Source: an optimization exercise on an open RTL-to-GDS flow (aim: small area, a short achievable clock period and few clock cycles per item). Production flows keep margins and buffers that such runs may drop.
Function was checked by simulation only, so behaviour that the tests miss may differ from the original.

==> module aes_axil_write, before the edit <==
module aes_axil_write #(
  parameter int ADDR_W = 8
) (
  input  logic              clk,
  input  logic              reset,
  input  logic [ADDR_W-1:0] awaddr,
  input  logic              awvalid,
  output logic              awready,
  input  logic [31:0]       wdata,
  input  logic [3:0]        wstrb,
  input  logic              wvalid,
  output logic              wready,
  output logic [1:0]        bresp,
  output logic              bvalid,
  input  logic              bready,
  output logic              start,       
  output logic [127:0]      key,
  output logic [127:0]      plaintext,
  input  logic              busy
);
  localparam logic [ADDR_W-1:0] KEY_A  = ADDR_W'(aes_pkg::REG_KEY0);
  localparam logic [ADDR_W-1:0] PT_A   = ADDR_W'(aes_pkg::REG_PT0);
  localparam logic [ADDR_W-1:0] CTRL_A = ADDR_W'(aes_pkg::REG_CTRL);
  localparam logic [ADDR_W-1:0] STAT_A = ADDR_W'(aes_pkg::REG_STATUS);
  localparam logic [ADDR_W-1:0] CT_A   = ADDR_W'(aes_pkg::REG_CT0);
  logic         ready_q;   
  logic         accept;
  logic         is_key, is_pt, is_ctrl, is_stat, is_ct;
  logic         mapped;
  logic [1:0]   word;
  logic [127:0] key_q;
  logic [127:0] pt_q;
  assign accept  = awvalid && wvalid && ready_q;   
  assign awready = ready_q;
  assign wready  = ready_q;
  assign word    = awaddr[3:2];                                 
  assign is_key  = awaddr[ADDR_W-1:4] == KEY_A[ADDR_W-1:4];    
  assign is_pt   = awaddr[ADDR_W-1:4] == PT_A[ADDR_W-1:4];
  assign is_ct   = awaddr[ADDR_W-1:4] == CT_A[ADDR_W-1:4];     
  assign is_ctrl = awaddr[ADDR_W-1:2] == CTRL_A[ADDR_W-1:2];
  assign is_stat = awaddr[ADDR_W-1:2] == STAT_A[ADDR_W-1:2];   
  assign mapped  = is_key || is_pt || is_ctrl || is_stat || is_ct;
  assign start     = accept && is_ctrl && wdata[0] && !busy;
  assign key       = key_q;
  assign plaintext = pt_q;
  always_ff @(posedge clk or negedge reset)
  begin
    if (!reset)
    begin
      key_q <= '0;
      pt_q  <= '0;
    end
    else if (accept)
    begin
      for (int k = 0; k < 4; k++)
      begin
        if (wstrb[k] && is_key)
          key_q[32 * (3 - int'(word)) + 8*k +: 8] <= wdata[8*k +: 8];
        if (wstrb[k] && is_pt)
          pt_q[32 * (3 - int'(word)) + 8*k +: 8] <= wdata[8*k +: 8];
      end
    end
  end
  always_ff @(posedge clk or negedge reset)
  begin
    if (!reset)
    begin
      ready_q <= 1'b0;
      bvalid  <= 1'b0;
      bresp   <= aes_pkg::RESP_OKAY;
    end
    else if (accept)
    begin
      ready_q <= 1'b0;
      bvalid  <= 1'b1;   
      bresp   <= mapped ? aes_pkg::RESP_OKAY : aes_pkg::RESP_SLVERR;
    end
    else if (bvalid)
    begin
      if (bready)
      begin
        bvalid  <= 1'b0;
        ready_q <= 1'b1;
      end
    end
    else
      ready_q <= 1'b1;   
  end
endmodule
==> module aes_axil_read, before the edit <==
module aes_axil_read #(
  parameter int ADDR_W = 8
) (
  input  logic              clk,
  input  logic              reset,
  input  logic [ADDR_W-1:0] araddr,
  input  logic              arvalid,
  output logic              arready,
  output logic [31:0]       rdata,
  output logic [1:0]        rresp,
  output logic              rvalid,
  input  logic              rready,
  input  logic [127:0]      plaintext,
  input  logic              busy,
  input  logic              done,
  input  logic              finish,      
  input  logic [127:0]      ciphertext
);
  localparam logic [ADDR_W-1:0] KEY_A  = ADDR_W'(aes_pkg::REG_KEY0);
  localparam logic [ADDR_W-1:0] PT_A   = ADDR_W'(aes_pkg::REG_PT0);
  localparam logic [ADDR_W-1:0] CTRL_A = ADDR_W'(aes_pkg::REG_CTRL);
  localparam logic [ADDR_W-1:0] STAT_A = ADDR_W'(aes_pkg::REG_STATUS);
  localparam logic [ADDR_W-1:0] CT_A   = ADDR_W'(aes_pkg::REG_CT0);
  logic        accept;
  logic        is_stat;
  logic        wait_q;    
  logic        respond;
  logic [1:0]  word;
  logic [1:0]  status;    
  logic [31:0] rd_data;
  logic [1:0]  rd_resp;
  assign accept  = arvalid && arready;
  assign word    = araddr[3:2];
  assign is_stat = araddr[ADDR_W-1:2] == STAT_A[ADDR_W-1:2];
  assign status  = finish ? 2'b10 : {done, busy};
  assign respond = accept ? !(is_stat && busy && !finish) : (wait_q && (finish || !busy));
  always_comb
  begin
    rd_data = '0;
    rd_resp = aes_pkg::RESP_OKAY;
    if (!accept)
      rd_data = {30'b0, status};   
    else if (araddr[ADDR_W-1:4] == PT_A[ADDR_W-1:4])
      rd_data = plaintext[32 * (3 - int'(word)) +: 32];
    else if (araddr[ADDR_W-1:4] == CT_A[ADDR_W-1:4])
      rd_data = ciphertext[32 * (3 - int'(word)) +: 32];
    else if (is_stat)
      rd_data = {30'b0, status};
    else if (araddr[ADDR_W-1:4] != KEY_A[ADDR_W-1:4]
             && araddr[ADDR_W-1:2] != CTRL_A[ADDR_W-1:2])
      rd_resp = aes_pkg::RESP_SLVERR;   
  end
  always_ff @(posedge clk or negedge reset)
  begin
    if (!reset)
    begin
      arready <= 1'b0;
      rvalid  <= 1'b0;
      wait_q  <= 1'b0;
    end
    else if (respond)
    begin
      arready <= 1'b0;   
      rvalid  <= 1'b1;
      wait_q  <= 1'b0;
    end
    else if (accept)
    begin
      arready <= 1'b0;
      wait_q  <= 1'b1;
    end
    else if (rvalid && rready)
    begin
      rvalid  <= 1'b0;
      arready <= 1'b1;
    end
    else if (!rvalid && !wait_q)
      arready <= 1'b1;   
  end
  always_ff @(posedge clk)
  begin
    if (respond)
    begin
      rdata <= rd_data;
      rresp <= rd_resp;
    end
  end
endmodule
==> flow/config.mk <==
export PLATFORM = sky130hd
export DESIGN_NAME = aes_top
export DESIGN_NICKNAME = aes_top
export VERILOG_FILES = /design/flow/design.v
export SDC_FILE = /design/flow/constraint.sdc
export NUM_CORES = 4
export LEC_CHECK = 0
export CAP_MARGIN = 20
export CELL_PAD_IN_SITES_DETAIL_PLACEMENT = 1
export CELL_PAD_IN_SITES_GLOBAL_PLACEMENT = 2
export CORE_MARGIN = 2
export CORE_UTILIZATION = 40
export PLACE_DENSITY = 0.55
export SLEW_MARGIN = 20
==> flow/constraint.sdc <==
create_clock -name core_clock -period 10.0 [get_ports {clk}]
set_input_delay 2.0000 -clock core_clock [delete_from_list [all_inputs] [get_ports {clk}]]
set_output_delay 2.0000 -clock core_clock [all_outputs]
set_load 0.01 [all_outputs]
standard.sh (not shown) runs the stock make flow with config.mk's settings and CLKGATE_MAP_FILE= SYNTH_SCRIPT=/design/flow/synth_recipe.tcl, a recipe that flattens the netlist after the stock synthesis.
==> flow/flow/run.sh <==
#!/bin/bash
# Layout flow: the standard flow, except that
#  - synthesis maps the logic with the ABC script in flow/synth.abc (area-oriented
#    mapping that keeps the xor structure of the s-boxes) instead of ORFS's speed script;
#  - the make calls get the extra settings in EXTRA (repair aims at a larger setup margin).
# Everything else (yosys synth -nofsm -noshare, flattening, renaming, floorplan to finish,
# the final DEF) is the standard flow.
set -euo pipefail
W=$PWD
F=$W/flow
EXTRA="SETUP_SLACK_MARGIN=5.75"

# ORFS synthesis script with only the abc script replaced
sed -e 's|^\( *\)log_cmd abc {\*}\$abc_args|\1set abc_args [lreplace $abc_args 1 1 '"$F"'/synth.abc]\n\1log_cmd abc {*}$abc_args|' \
  "$FLOW_HOME/scripts/synth.tcl" > "$W/synth_custom.tcl"
grep -q "$F/synth.abc" "$W/synth_custom.tcl"
sed -e 's|source \$::env(SCRIPTS_DIR)/synth.tcl|source '"$W"'/synth_custom.tcl|' synth_recipe.tcl > "$W/synth_recipe_custom.tcl"
grep -q "synth_custom.tcl" "$W/synth_recipe_custom.tcl"

# standard.sh with the extra settings; synthesis also with the custom script
sed -e 's|"\${@:-finish}"|'"$EXTRA"' "${@:-finish}"|' standard.sh > "$W/layout_custom.sh"
grep -q "$EXTRA" "$W/layout_custom.sh"
sed -e 's|SYNTH_SCRIPT=[^ ]*|SYNTH_SCRIPT='"$W"'/synth_recipe_custom.tcl|' "$W/layout_custom.sh" > "$W/synth_custom.sh"

bash "$W/synth_custom.sh" synth > "$W/synth.log" 2>&1
bash "$W/layout_custom.sh" > "$W/layout.log" 2>&1
==> flow/flow/synth.abc <==
strash
&get -n
&dch -f
&nf -R 1000
&put
Testbench counts at the start, summed over its fixed seeds: cycles 5,056, blocks 128.
Then changed:
--- a/flow/design.v
+++ b/flow/design.v
@@ -362,6 +362,11 @@
   logic [1:0]   word;
   logic [127:0] key_q;
   logic [127:0] pt_q;
+  logic         wr_q;      
+  logic         wkey_q;    
+  logic [1:0]   wword_q;
+  logic [3:0]   wstrb_q;
+  logic [31:0]  wdata_q;
   assign accept  = awvalid && wvalid && ready_q;   
   assign awready = ready_q;
   assign wready  = ready_q;
@@ -375,21 +380,33 @@
   assign start     = accept && is_ctrl && wdata[0] && !busy;
   assign key       = key_q;
   assign plaintext = pt_q;
+  always_ff @(posedge clk)
+  begin
+    wkey_q  <= is_key;
+    wword_q <= word;
+    wstrb_q <= wstrb;
+    wdata_q <= wdata;
+  end
   always_ff @(posedge clk or negedge reset)
   begin
     if (!reset)
     begin
+      wr_q  <= 1'b0;
       key_q <= '0;
       pt_q  <= '0;
     end
-    else if (accept)
+    else
     begin
-      for (int k = 0; k < 4; k++)
+      wr_q <= accept && (is_key || is_pt);
+      if (wr_q)
       begin
-        if (wstrb[k] && is_key)
-          key_q[32 * (3 - int'(word)) + 8*k +: 8] <= wdata[8*k +: 8];
-        if (wstrb[k] && is_pt)
-          pt_q[32 * (3 - int'(word)) + 8*k +: 8] <= wdata[8*k +: 8];
+        for (int k = 0; k < 4; k++)
+        begin
+          if (wstrb_q[k] && wkey_q)
+            key_q[32 * (3 - int'(wword_q)) + 8*k +: 8] <= wdata_q[8*k +: 8];
+          if (wstrb_q[k] && !wkey_q)
+            pt_q[32 * (3 - int'(wword_q)) + 8*k +: 8] <= wdata_q[8*k +: 8];
+        end
       end
     end
   end
@@ -447,6 +464,7 @@
   logic        is_stat;
   logic        wait_q;    
   logic        respond;
+  logic        take;      
   logic [1:0]  word;
   logic [1:0]  status;    
   logic [31:0] rd_data;
@@ -456,11 +474,12 @@
   assign is_stat = araddr[ADDR_W-1:2] == STAT_A[ADDR_W-1:2];
   assign status  = finish ? 2'b10 : {done, busy};
   assign respond = accept ? !(is_stat && busy && !finish) : (wait_q && (finish || !busy));
+  assign take = wait_q ? (finish || !busy) : !rvalid;
   always_comb
   begin
     rd_data = '0;
     rd_resp = aes_pkg::RESP_OKAY;
-    if (!accept)
+    if (wait_q)
       rd_data = {30'b0, status};   
     else if (araddr[ADDR_W-1:4] == PT_A[ADDR_W-1:4])
       rd_data = plaintext[32 * (3 - int'(word)) +: 32];
@@ -501,7 +520,7 @@
   end
   always_ff @(posedge clk)
   begin
-    if (respond)
+    if (take)
     begin
       rdata <= rd_data;
       rresp <= rd_resp;
Outcome: The changed run produced a clean layout. Design area goes up by 0.68%. Setup slack gets better by 32 ps. Count of clock-buffer cells in the layout goes up by 11. Sequential cell count goes up by 40. Hold slack is about the same. Via count goes up by 0.36%.
Testbench counts after the change, summed over its fixed seeds: cycles 5,056, blocks 128.

separate check: timing with driven ports:
Ports are ideal in the flow. The routed layouts listed here were re-timed in OpenROAD.
Step 1 sets driving cells, clkbuf_16 on the clock port and buf_2 on the other inputs (assumed; they add their load-dependent delay and slew).
Step 2, shift: input delay + t, output delay - t, t = (earliest + latest rising clock arrival at the registers) / 2. This alone moves slack from input paths to output paths.
Slacks: ideal ports / drivers / drivers and shift; pairs: ideal ports / drivers.
run	t, ns	slack for setup (ns)	hold slack, ns	worst register clock-pin slew, ns	worst slew at a driven data input, ns
the first run	0.756	5.771 / 5.771 / 5.083	0.477 / 0.477 / 0.477	0.06 / 0.06	0.06
the second run	0.781	5.803 / 5.803 / 5.225	0.475 / 0.475 / 0.475	0.07 / 0.07	0.05
After both steps every run listed still meets setup and hold. For the first run, which loses most, drivers alone change the setup slack by 0.000 ns; drivers and shift together by -0.688 ns.
